Context: an optimization exercise on an open-source flow, tuned for small area and a short achievable clock period. The choices shown serve that exercise and are no tape-out recipe.
Function was checked by simulation only, so behaviour that the tests miss may differ from the original.
No activity file was given, so power comes from the tool's default toggle rates.

==> inputs of branch zinc <==
==> flow/design.v (excerpt) <==
module chain_mod #(
    parameter int BIT_RES   = 32,
    parameter int FRAC_BITS = 23
) (
    input  logic               clk,
    input  logic               reset,
    input  logic [BIT_RES-1:0] numInSide,
    output logic [BIT_RES-1:0] numOutSide,
    input  logic [BIT_RES-1:0] numInTop,
    output logic [BIT_RES-1:0] numOutTop,
    output logic [BIT_RES-1:0] sum
);
Settings: LEC_CHECK=0, ABC_AREA=1, CAP_MARGIN=20, CORE_MARGIN=2, CORE_UTILIZATION=55, SLEW_MARGIN=20, SYNTH_HIERARCHICAL=1, SYNTH_MINIMUM_KEEP_SIZE=0; clock period 13.5 ns.
standard.sh (not shown) runs the stock make flow with config.mk's settings and CLKGATE_MAP_FILE= SYNTH_SCRIPT=/design/flow/synth_recipe.tcl, a recipe that flattens the netlist after the stock synthesis.
==> flow/flow/run.sh <==
#!/bin/bash
export SETUP_SLACK_MARGIN=7.0
bash standard.sh > standard.log 2>&1
==> branch violet: changes against branch zinc <==
--- a/flow/design.v
+++ b/flow/design.v
@@ -1515,11 +1515,11 @@
     logic c958;
     logic s959;
     logic c960;
     assign bo0 = numInTop[0] ^ 1'b0;
     assign bt0 = (numInTop[1] & ~numInTop[0] & ~1'b0) | (~numInTop[1] & numInTop[0] & 1'b0);
-    assign bn0 = numInTop[1];
+    assign bn0 = numInTop[1] & ~(numInTop[0] & 1'b0);
     assign pp0_0 = (bo0 & numInSide[0]) ^ bn0;
     assign pp0_1 = ((bo0 & numInSide[1]) | (bt0 & numInSide[0])) ^ bn0;
     assign pp0_2 = ((bo0 & numInSide[2]) | (bt0 & numInSide[1])) ^ bn0;
     assign pp0_3 = ((bo0 & numInSide[3]) | (bt0 & numInSide[2])) ^ bn0;
     assign pp0_4 = ((bo0 & numInSide[4]) | (bt0 & numInSide[3])) ^ bn0;
@@ -1551,11 +1551,11 @@
     assign pp0_30 = ((bo0 & numInSide[30]) | (bt0 & numInSide[29])) ^ bn0;
     assign pp0_31 = ((bo0 & numInSide[31]) | (bt0 & numInSide[30])) ^ bn0;
     assign pp0_32 = ~(((bo0 & numInSide[31]) | (bt0 & numInSide[31])) ^ bn0);
     assign bo1 = numInTop[2] ^ numInTop[1];
     assign bt1 = (numInTop[3] & ~numInTop[2] & ~numInTop[1]) | (~numInTop[3] & numInTop[2] & numInTop[1]);
-    assign bn1 = numInTop[3];
+    assign bn1 = numInTop[3] & ~(numInTop[2] & numInTop[1]);
     assign pp1_0 = (bo1 & numInSide[0]) ^ bn1;
     assign pp1_1 = ((bo1 & numInSide[1]) | (bt1 & numInSide[0])) ^ bn1;
     assign pp1_2 = ((bo1 & numInSide[2]) | (bt1 & numInSide[1])) ^ bn1;
     assign pp1_3 = ((bo1 & numInSide[3]) | (bt1 & numInSide[2])) ^ bn1;
     assign pp1_4 = ((bo1 & numInSide[4]) | (bt1 & numInSide[3])) ^ bn1;
@@ -1587,11 +1587,11 @@
     assign pp1_30 = ((bo1 & numInSide[30]) | (bt1 & numInSide[29])) ^ bn1;
     assign pp1_31 = ((bo1 & numInSide[31]) | (bt1 & numInSide[30])) ^ bn1;
     assign pp1_32 = ~(((bo1 & numInSide[31]) | (bt1 & numInSide[31])) ^ bn1);
     assign bo2 = numInTop[4] ^ numInTop[3];
     assign bt2 = (numInTop[5] & ~numInTop[4] & ~numInTop[3]) | (~numInTop[5] & numInTop[4] & numInTop[3]);
-    assign bn2 = numInTop[5];
+    assign bn2 = numInTop[5] & ~(numInTop[4] & numInTop[3]);
     assign pp2_0 = (bo2 & numInSide[0]) ^ bn2;
     assign pp2_1 = ((bo2 & numInSide[1]) | (bt2 & numInSide[0])) ^ bn2;
     assign pp2_2 = ((bo2 & numInSide[2]) | (bt2 & numInSide[1])) ^ bn2;
     assign pp2_3 = ((bo2 & numInSide[3]) | (bt2 & numInSide[2])) ^ bn2;
     assign pp2_4 = ((bo2 & numInSide[4]) | (bt2 & numInSide[3])) ^ bn2;
@@ -1623,11 +1623,11 @@
     assign pp2_30 = ((bo2 & numInSide[30]) | (bt2 & numInSide[29])) ^ bn2;
     assign pp2_31 = ((bo2 & numInSide[31]) | (bt2 & numInSide[30])) ^ bn2;
     assign pp2_32 = ~(((bo2 & numInSide[31]) | (bt2 & numInSide[31])) ^ bn2);
     assign bo3 = numInTop[6] ^ numInTop[5];
     assign bt3 = (numInTop[7] & ~numInTop[6] & ~numInTop[5]) | (~numInTop[7] & numInTop[6] & numInTop[5]);
-    assign bn3 = numInTop[7];
+    assign bn3 = numInTop[7] & ~(numInTop[6] & numInTop[5]);
     assign pp3_0 = (bo3 & numInSide[0]) ^ bn3;
     assign pp3_1 = ((bo3 & numInSide[1]) | (bt3 & numInSide[0])) ^ bn3;
     assign pp3_2 = ((bo3 & numInSide[2]) | (bt3 & numInSide[1])) ^ bn3;
     assign pp3_3 = ((bo3 & numInSide[3]) | (bt3 & numInSide[2])) ^ bn3;
     assign pp3_4 = ((bo3 & numInSide[4]) | (bt3 & numInSide[3])) ^ bn3;
@@ -1659,11 +1659,11 @@
     assign pp3_30 = ((bo3 & numInSide[30]) | (bt3 & numInSide[29])) ^ bn3;
     assign pp3_31 = ((bo3 & numInSide[31]) | (bt3 & numInSide[30])) ^ bn3;
     assign pp3_32 = ~(((bo3 & numInSide[31]) | (bt3 & numInSide[31])) ^ bn3);
     assign bo4 = numInTop[8] ^ numInTop[7];
     assign bt4 = (numInTop[9] & ~numInTop[8] & ~numInTop[7]) | (~numInTop[9] & numInTop[8] & numInTop[7]);
-    assign bn4 = numInTop[9];
+    assign bn4 = numInTop[9] & ~(numInTop[8] & numInTop[7]);
     assign pp4_0 = (bo4 & numInSide[0]) ^ bn4;
     assign pp4_1 = ((bo4 & numInSide[1]) | (bt4 & numInSide[0])) ^ bn4;
     assign pp4_2 = ((bo4 & numInSide[2]) | (bt4 & numInSide[1])) ^ bn4;
     assign pp4_3 = ((bo4 & numInSide[3]) | (bt4 & numInSide[2])) ^ bn4;
     assign pp4_4 = ((bo4 & numInSide[4]) | (bt4 & numInSide[3])) ^ bn4;
@@ -1695,11 +1695,11 @@
     assign pp4_30 = ((bo4 & numInSide[30]) | (bt4 & numInSide[29])) ^ bn4;
     assign pp4_31 = ((bo4 & numInSide[31]) | (bt4 & numInSide[30])) ^ bn4;
     assign pp4_32 = ~(((bo4 & numInSide[31]) | (bt4 & numInSide[31])) ^ bn4);
     assign bo5 = numInTop[10] ^ numInTop[9];
     assign bt5 = (numInTop[11] & ~numInTop[10] & ~numInTop[9]) | (~numInTop[11] & numInTop[10] & numInTop[9]);
-    assign bn5 = numInTop[11];
+    assign bn5 = numInTop[11] & ~(numInTop[10] & numInTop[9]);
     assign pp5_0 = (bo5 & numInSide[0]) ^ bn5;
     assign pp5_1 = ((bo5 & numInSide[1]) | (bt5 & numInSide[0])) ^ bn5;
     assign pp5_2 = ((bo5 & numInSide[2]) | (bt5 & numInSide[1])) ^ bn5;
     assign pp5_3 = ((bo5 & numInSide[3]) | (bt5 & numInSide[2])) ^ bn5;
     assign pp5_4 = ((bo5 & numInSide[4]) | (bt5 & numInSide[3])) ^ bn5;
@@ -1731,11 +1731,11 @@
     assign pp5_30 = ((bo5 & numInSide[30]) | (bt5 & numInSide[29])) ^ bn5;
     assign pp5_31 = ((bo5 & numInSide[31]) | (bt5 & numInSide[30])) ^ bn5;
     assign pp5_32 = ~(((bo5 & numInSide[31]) | (bt5 & numInSide[31])) ^ bn5);
     assign bo6 = numInTop[12] ^ numInTop[11];
     assign bt6 = (numInTop[13] & ~numInTop[12] & ~numInTop[11]) | (~numInTop[13] & numInTop[12] & numInTop[11]);
-    assign bn6 = numInTop[13];
+    assign bn6 = numInTop[13] & ~(numInTop[12] & numInTop[11]);
     assign pp6_0 = (bo6 & numInSide[0]) ^ bn6;
     assign pp6_1 = ((bo6 & numInSide[1]) | (bt6 & numInSide[0])) ^ bn6;
     assign pp6_2 = ((bo6 & numInSide[2]) | (bt6 & numInSide[1])) ^ bn6;
     assign pp6_3 = ((bo6 & numInSide[3]) | (bt6 & numInSide[2])) ^ bn6;
     assign pp6_4 = ((bo6 & numInSide[4]) | (bt6 & numInSide[3])) ^ bn6;
@@ -1767,11 +1767,11 @@
     assign pp6_30 = ((bo6 & numInSide[30]) | (bt6 & numInSide[29])) ^ bn6;
     assign pp6_31 = ((bo6 & numInSide[31]) | (bt6 & numInSide[30])) ^ bn6;
     assign pp6_32 = ~(((bo6 & numInSide[31]) | (bt6 & numInSide[31])) ^ bn6);
     assign bo7 = numInTop[14] ^ numInTop[13];
     assign bt7 = (numInTop[15] & ~numInTop[14] & ~numInTop[13]) | (~numInTop[15] & numInTop[14] & numInTop[13]);
-    assign bn7 = numInTop[15];
+    assign bn7 = numInTop[15] & ~(numInTop[14] & numInTop[13]);
     assign pp7_0 = (bo7 & numInSide[0]) ^ bn7;
     assign pp7_1 = ((bo7 & numInSide[1]) | (bt7 & numInSide[0])) ^ bn7;
     assign pp7_2 = ((bo7 & numInSide[2]) | (bt7 & numInSide[1])) ^ bn7;
     assign pp7_3 = ((bo7 & numInSide[3]) | (bt7 & numInSide[2])) ^ bn7;
     assign pp7_4 = ((bo7 & numInSide[4]) | (bt7 & numInSide[3])) ^ bn7;
@@ -1803,11 +1803,11 @@
     assign pp7_30 = ((bo7 & numInSide[30]) | (bt7 & numInSide[29])) ^ bn7;
     assign pp7_31 = ((bo7 & numInSide[31]) | (bt7 & numInSide[30])) ^ bn7;
     assign pp7_32 = ~(((bo7 & numInSide[31]) | (bt7 & numInSide[31])) ^ bn7);
     assign bo8 = numInTop[16] ^ numInTop[15];
     assign bt8 = (numInTop[17] & ~numInTop[16] & ~numInTop[15]) | (~numInTop[17] & numInTop[16] & numInTop[15]);
-    assign bn8 = numInTop[17];
+    assign bn8 = numInTop[17] & ~(numInTop[16] & numInTop[15]);
     assign pp8_0 = (bo8 & numInSide[0]) ^ bn8;
     assign pp8_1 = ((bo8 & numInSide[1]) | (bt8 & numInSide[0])) ^ bn8;
     assign pp8_2 = ((bo8 & numInSide[2]) | (bt8 & numInSide[1])) ^ bn8;
     assign pp8_3 = ((bo8 & numInSide[3]) | (bt8 & numInSide[2])) ^ bn8;
     assign pp8_4 = ((bo8 & numInSide[4]) | (bt8 & numInSide[3])) ^ bn8;
@@ -1839,11 +1839,11 @@
     assign pp8_30 = ((bo8 & numInSide[30]) | (bt8 & numInSide[29])) ^ bn8;
     assign pp8_31 = ((bo8 & numInSide[31]) | (bt8 & numInSide[30])) ^ bn8;
     assign pp8_32 = ~(((bo8 & numInSide[31]) | (bt8 & numInSide[31])) ^ bn8);
     assign bo9 = numInTop[18] ^ numInTop[17];
     assign bt9 = (numInTop[19] & ~numInTop[18] & ~numInTop[17]) | (~numInTop[19] & numInTop[18] & numInTop[17]);
-    assign bn9 = numInTop[19];
+    assign bn9 = numInTop[19] & ~(numInTop[18] & numInTop[17]);
     assign pp9_0 = (bo9 & numInSide[0]) ^ bn9;
     assign pp9_1 = ((bo9 & numInSide[1]) | (bt9 & numInSide[0])) ^ bn9;
     assign pp9_2 = ((bo9 & numInSide[2]) | (bt9 & numInSide[1])) ^ bn9;
     assign pp9_3 = ((bo9 & numInSide[3]) | (bt9 & numInSide[2])) ^ bn9;
     assign pp9_4 = ((bo9 & numInSide[4]) | (bt9 & numInSide[3])) ^ bn9;
@@ -1875,11 +1875,11 @@
     assign pp9_30 = ((bo9 & numInSide[30]) | (bt9 & numInSide[29])) ^ bn9;
     assign pp9_31 = ((bo9 & numInSide[31]) | (bt9 & numInSide[30])) ^ bn9;
     assign pp9_32 = ~(((bo9 & numInSide[31]) | (bt9 & numInSide[31])) ^ bn9);
     assign bo10 = numInTop[20] ^ numInTop[19];
     assign bt10 = (numInTop[21] & ~numInTop[20] & ~numInTop[19]) | (~numInTop[21] & numInTop[20] & numInTop[19]);
-    assign bn10 = numInTop[21];
+    assign bn10 = numInTop[21] & ~(numInTop[20] & numInTop[19]);
     assign pp10_0 = (bo10 & numInSide[0]) ^ bn10;
     assign pp10_1 = ((bo10 & numInSide[1]) | (bt10 & numInSide[0])) ^ bn10;
     assign pp10_2 = ((bo10 & numInSide[2]) | (bt10 & numInSide[1])) ^ bn10;
     assign pp10_3 = ((bo10 & numInSide[3]) | (bt10 & numInSide[2])) ^ bn10;
     assign pp10_4 = ((bo10 & numInSide[4]) | (bt10 & numInSide[3])) ^ bn10;
@@ -1911,11 +1911,11 @@
     assign pp10_30 = ((bo10 & numInSide[30]) | (bt10 & numInSide[29])) ^ bn10;
     assign pp10_31 = ((bo10 & numInSide[31]) | (bt10 & numInSide[30])) ^ bn10;
     assign pp10_32 = ~(((bo10 & numInSide[31]) | (bt10 & numInSide[31])) ^ bn10);
     assign bo11 = numInTop[22] ^ numInTop[21];
     assign bt11 = (numInTop[23] & ~numInTop[22] & ~numInTop[21]) | (~numInTop[23] & numInTop[22] & numInTop[21]);
-    assign bn11 = numInTop[23];
+    assign bn11 = numInTop[23] & ~(numInTop[22] & numInTop[21]);
     assign pp11_0 = (bo11 & numInSide[0]) ^ bn11;
     assign pp11_1 = ((bo11 & numInSide[1]) | (bt11 & numInSide[0])) ^ bn11;
     assign pp11_2 = ((bo11 & numInSide[2]) | (bt11 & numInSide[1])) ^ bn11;
     assign pp11_3 = ((bo11 & numInSide[3]) | (bt11 & numInSide[2])) ^ bn11;
     assign pp11_4 = ((bo11 & numInSide[4]) | (bt11 & numInSide[3])) ^ bn11;
@@ -1947,11 +1947,11 @@
     assign pp11_30 = ((bo11 & numInSide[30]) | (bt11 & numInSide[29])) ^ bn11;
     assign pp11_31 = ((bo11 & numInSide[31]) | (bt11 & numInSide[30])) ^ bn11;
     assign pp11_32 = ~(((bo11 & numInSide[31]) | (bt11 & numInSide[31])) ^ bn11);
     assign bo12 = numInTop[24] ^ numInTop[23];
     assign bt12 = (numInTop[25] & ~numInTop[24] & ~numInTop[23]) | (~numInTop[25] & numInTop[24] & numInTop[23]);
-    assign bn12 = numInTop[25];
+    assign bn12 = numInTop[25] & ~(numInTop[24] & numInTop[23]);
     assign pp12_0 = (bo12 & numInSide[0]) ^ bn12;
     assign pp12_1 = ((bo12 & numInSide[1]) | (bt12 & numInSide[0])) ^ bn12;
     assign pp12_2 = ((bo12 & numInSide[2]) | (bt12 & numInSide[1])) ^ bn12;
     assign pp12_3 = ((bo12 & numInSide[3]) | (bt12 & numInSide[2])) ^ bn12;
     assign pp12_4 = ((bo12 & numInSide[4]) | (bt12 & numInSide[3])) ^ bn12;
@@ -1983,11 +1983,11 @@
     assign pp12_30 = ((bo12 & numInSide[30]) | (bt12 & numInSide[29])) ^ bn12;
     assign pp12_31 = ((bo12 & numInSide[31]) | (bt12 & numInSide[30])) ^ bn12;
     assign pp12_32 = ~(((bo12 & numInSide[31]) | (bt12 & numInSide[31])) ^ bn12);
     assign bo13 = numInTop[26] ^ numInTop[25];
     assign bt13 = (numInTop[27] & ~numInTop[26] & ~numInTop[25]) | (~numInTop[27] & numInTop[26] & numInTop[25]);
-    assign bn13 = numInTop[27];
+    assign bn13 = numInTop[27] & ~(numInTop[26] & numInTop[25]);
     assign pp13_0 = (bo13 & numInSide[0]) ^ bn13;
     assign pp13_1 = ((bo13 & numInSide[1]) | (bt13 & numInSide[0])) ^ bn13;
     assign pp13_2 = ((bo13 & numInSide[2]) | (bt13 & numInSide[1])) ^ bn13;
     assign pp13_3 = ((bo13 & numInSide[3]) | (bt13 & numInSide[2])) ^ bn13;
     assign pp13_4 = ((bo13 & numInSide[4]) | (bt13 & numInSide[3])) ^ bn13;
@@ -2019,11 +2019,11 @@
     assign pp13_30 = ((bo13 & numInSide[30]) | (bt13 & numInSide[29])) ^ bn13;
     assign pp13_31 = ((bo13 & numInSide[31]) | (bt13 & numInSide[30])) ^ bn13;
     assign pp13_32 = ~(((bo13 & numInSide[31]) | (bt13 & numInSide[31])) ^ bn13);
     assign bo14 = numInTop[28] ^ numInTop[27];
     assign bt14 = (numInTop[29] & ~numInTop[28] & ~numInTop[27]) | (~numInTop[29] & numInTop[28] & numInTop[27]);
-    assign bn14 = numInTop[29];
+    assign bn14 = numInTop[29] & ~(numInTop[28] & numInTop[27]);
     assign pp14_0 = (bo14 & numInSide[0]) ^ bn14;
     assign pp14_1 = ((bo14 & numInSide[1]) | (bt14 & numInSide[0])) ^ bn14;
     assign pp14_2 = ((bo14 & numInSide[2]) | (bt14 & numInSide[1])) ^ bn14;
     assign pp14_3 = ((bo14 & numInSide[3]) | (bt14 & numInSide[2])) ^ bn14;
     assign pp14_4 = ((bo14 & numInSide[4]) | (bt14 & numInSide[3])) ^ bn14;
@@ -2055,11 +2055,11 @@
     assign pp14_30 = ((bo14 & numInSide[30]) | (bt14 & numInSide[29])) ^ bn14;
     assign pp14_31 = ((bo14 & numInSide[31]) | (bt14 & numInSide[30])) ^ bn14;
     assign pp14_32 = ~(((bo14 & numInSide[31]) | (bt14 & numInSide[31])) ^ bn14);
     assign bo15 = numInTop[30] ^ numInTop[29];
     assign bt15 = (numInTop[31] & ~numInTop[30] & ~numInTop[29]) | (~numInTop[31] & numInTop[30] & numInTop[29]);
-    assign bn15 = numInTop[31];
+    assign bn15 = numInTop[31] & ~(numInTop[30] & numInTop[29]);
     assign pp15_0 = (bo15 & numInSide[0]) ^ bn15;
     assign pp15_1 = ((bo15 & numInSide[1]) | (bt15 & numInSide[0])) ^ bn15;
     assign pp15_2 = ((bo15 & numInSide[2]) | (bt15 & numInSide[1])) ^ bn15;
     assign pp15_3 = ((bo15 & numInSide[3]) | (bt15 & numInSide[2])) ^ bn15;
     assign pp15_4 = ((bo15 & numInSide[4]) | (bt15 & numInSide[3])) ^ bn15;
==> flow/flow/run.sh (replaced) <==
#!/bin/bash
export SETUP_SLACK_MARGIN=6.75
export BUFFER_PORTS_ARGS="-buffer_cell sky130_fd_sc_hd__buf_2"
bash standard.sh > standard.log 2>&1
--- a/flow/config.mk
+++ b/flow/config.mk
@@ -6,9 +6,9 @@
 export NUM_CORES = 4
 export LEC_CHECK = 0
 export ABC_AREA = 1
 export CAP_MARGIN = 20
 export CORE_MARGIN = 2
-export CORE_UTILIZATION = 55
+export CORE_UTILIZATION = 65
 export SLEW_MARGIN = 20
 export SYNTH_HIERARCHICAL = 1
 export SYNTH_MINIMUM_KEEP_SIZE = 0
==> summary of the runs <==
Via count: branch violet is smaller than branch zinc (about 4.4%).
Maximum frequency: branch zinc is larger than branch violet (0.84%).
Between branch zinc and branch violet, the lower register-to-register slack is in branch zinc (gap 0.12 ns).
Sequential share of layout area: branch zinc is lower than branch violet (1.1 points).
Between branch zinc and branch violet, the lower synthesized cell count is in branch violet (gap 2.5%, measured against branch violet).
Against branch zinc, the non-clock buffer count of branch violet is lower by 103.
In branch violet the synthesized area is larger than in branch zinc, by about 0.26%.
==> figures <==
quantity                                            branch zinc  branch violet
Number of fill cells                                       4325           3423
Share of cell area taken by flip-flops and latches       0.1134         0.1240
Syn Std Cell Area                                     28990 um2      29070 um2
Area share of fa/ha/maj cells after synthesis            0.3835         0.3889
Core region area                                      52340 um2      44220 um2
Clk slew on worst S/H paths                             0.09 ns        0.08 ns
Met1 capacity usage during global routing                0.5249         0.5490
Starting DRC count in detailed routing                     3612           3068
Wire per inst                                          28.24 um       26.68 um
Detailed-routing wirelength on met1                    42890 um       37080 um
Part of the power in registers                            0.111          0.114
Arrival time worst endpoint                             3.94 ns        3.99 ns
Taps Inserted                                               688            592
Area taken by flip-flops and latches                   3874 um2       3869 um2
Status                         no timing/DRC/antenna violations  no timing/DRC/antenna violations

## what the ideal ports hide
How much do the figures lean on ideal ports? The routed layouts below were timed once more, with nothing changed but the port constraints.
Step 1 assumes that a clkbuf_16 drives the clock port and a buf_2 every other input.
Step 2 adds t to the input delays and takes it off the output delays; t is the mean of the earliest and latest rising clock arrival at the registers after step 1. Input paths then give back, and output paths get back, about the clock's delay inside the block.
a / b / c = no drivers / after step 1 / after step 2; a / b = the first two.
| run | t (ns) | setup WS [ns] | worst setup path at the end | worst data-port slew with drivers (ns) | pins driven straight from the clock port |
|---|---|---|---|---|---|
| branch zinc | 0.587 | 6.864 / 6.799 / 6.429 | input to register | 0.04 | 1 |
| branch violet | 0.586 | 6.808 / 6.747 / 6.274 | input to register | 0.04 | 1 |
After both steps every run listed still meets setup and hold. For branch violet, which loses most, drivers alone change the setup slack by -0.061 ns; drivers and shift together by -0.534 ns.
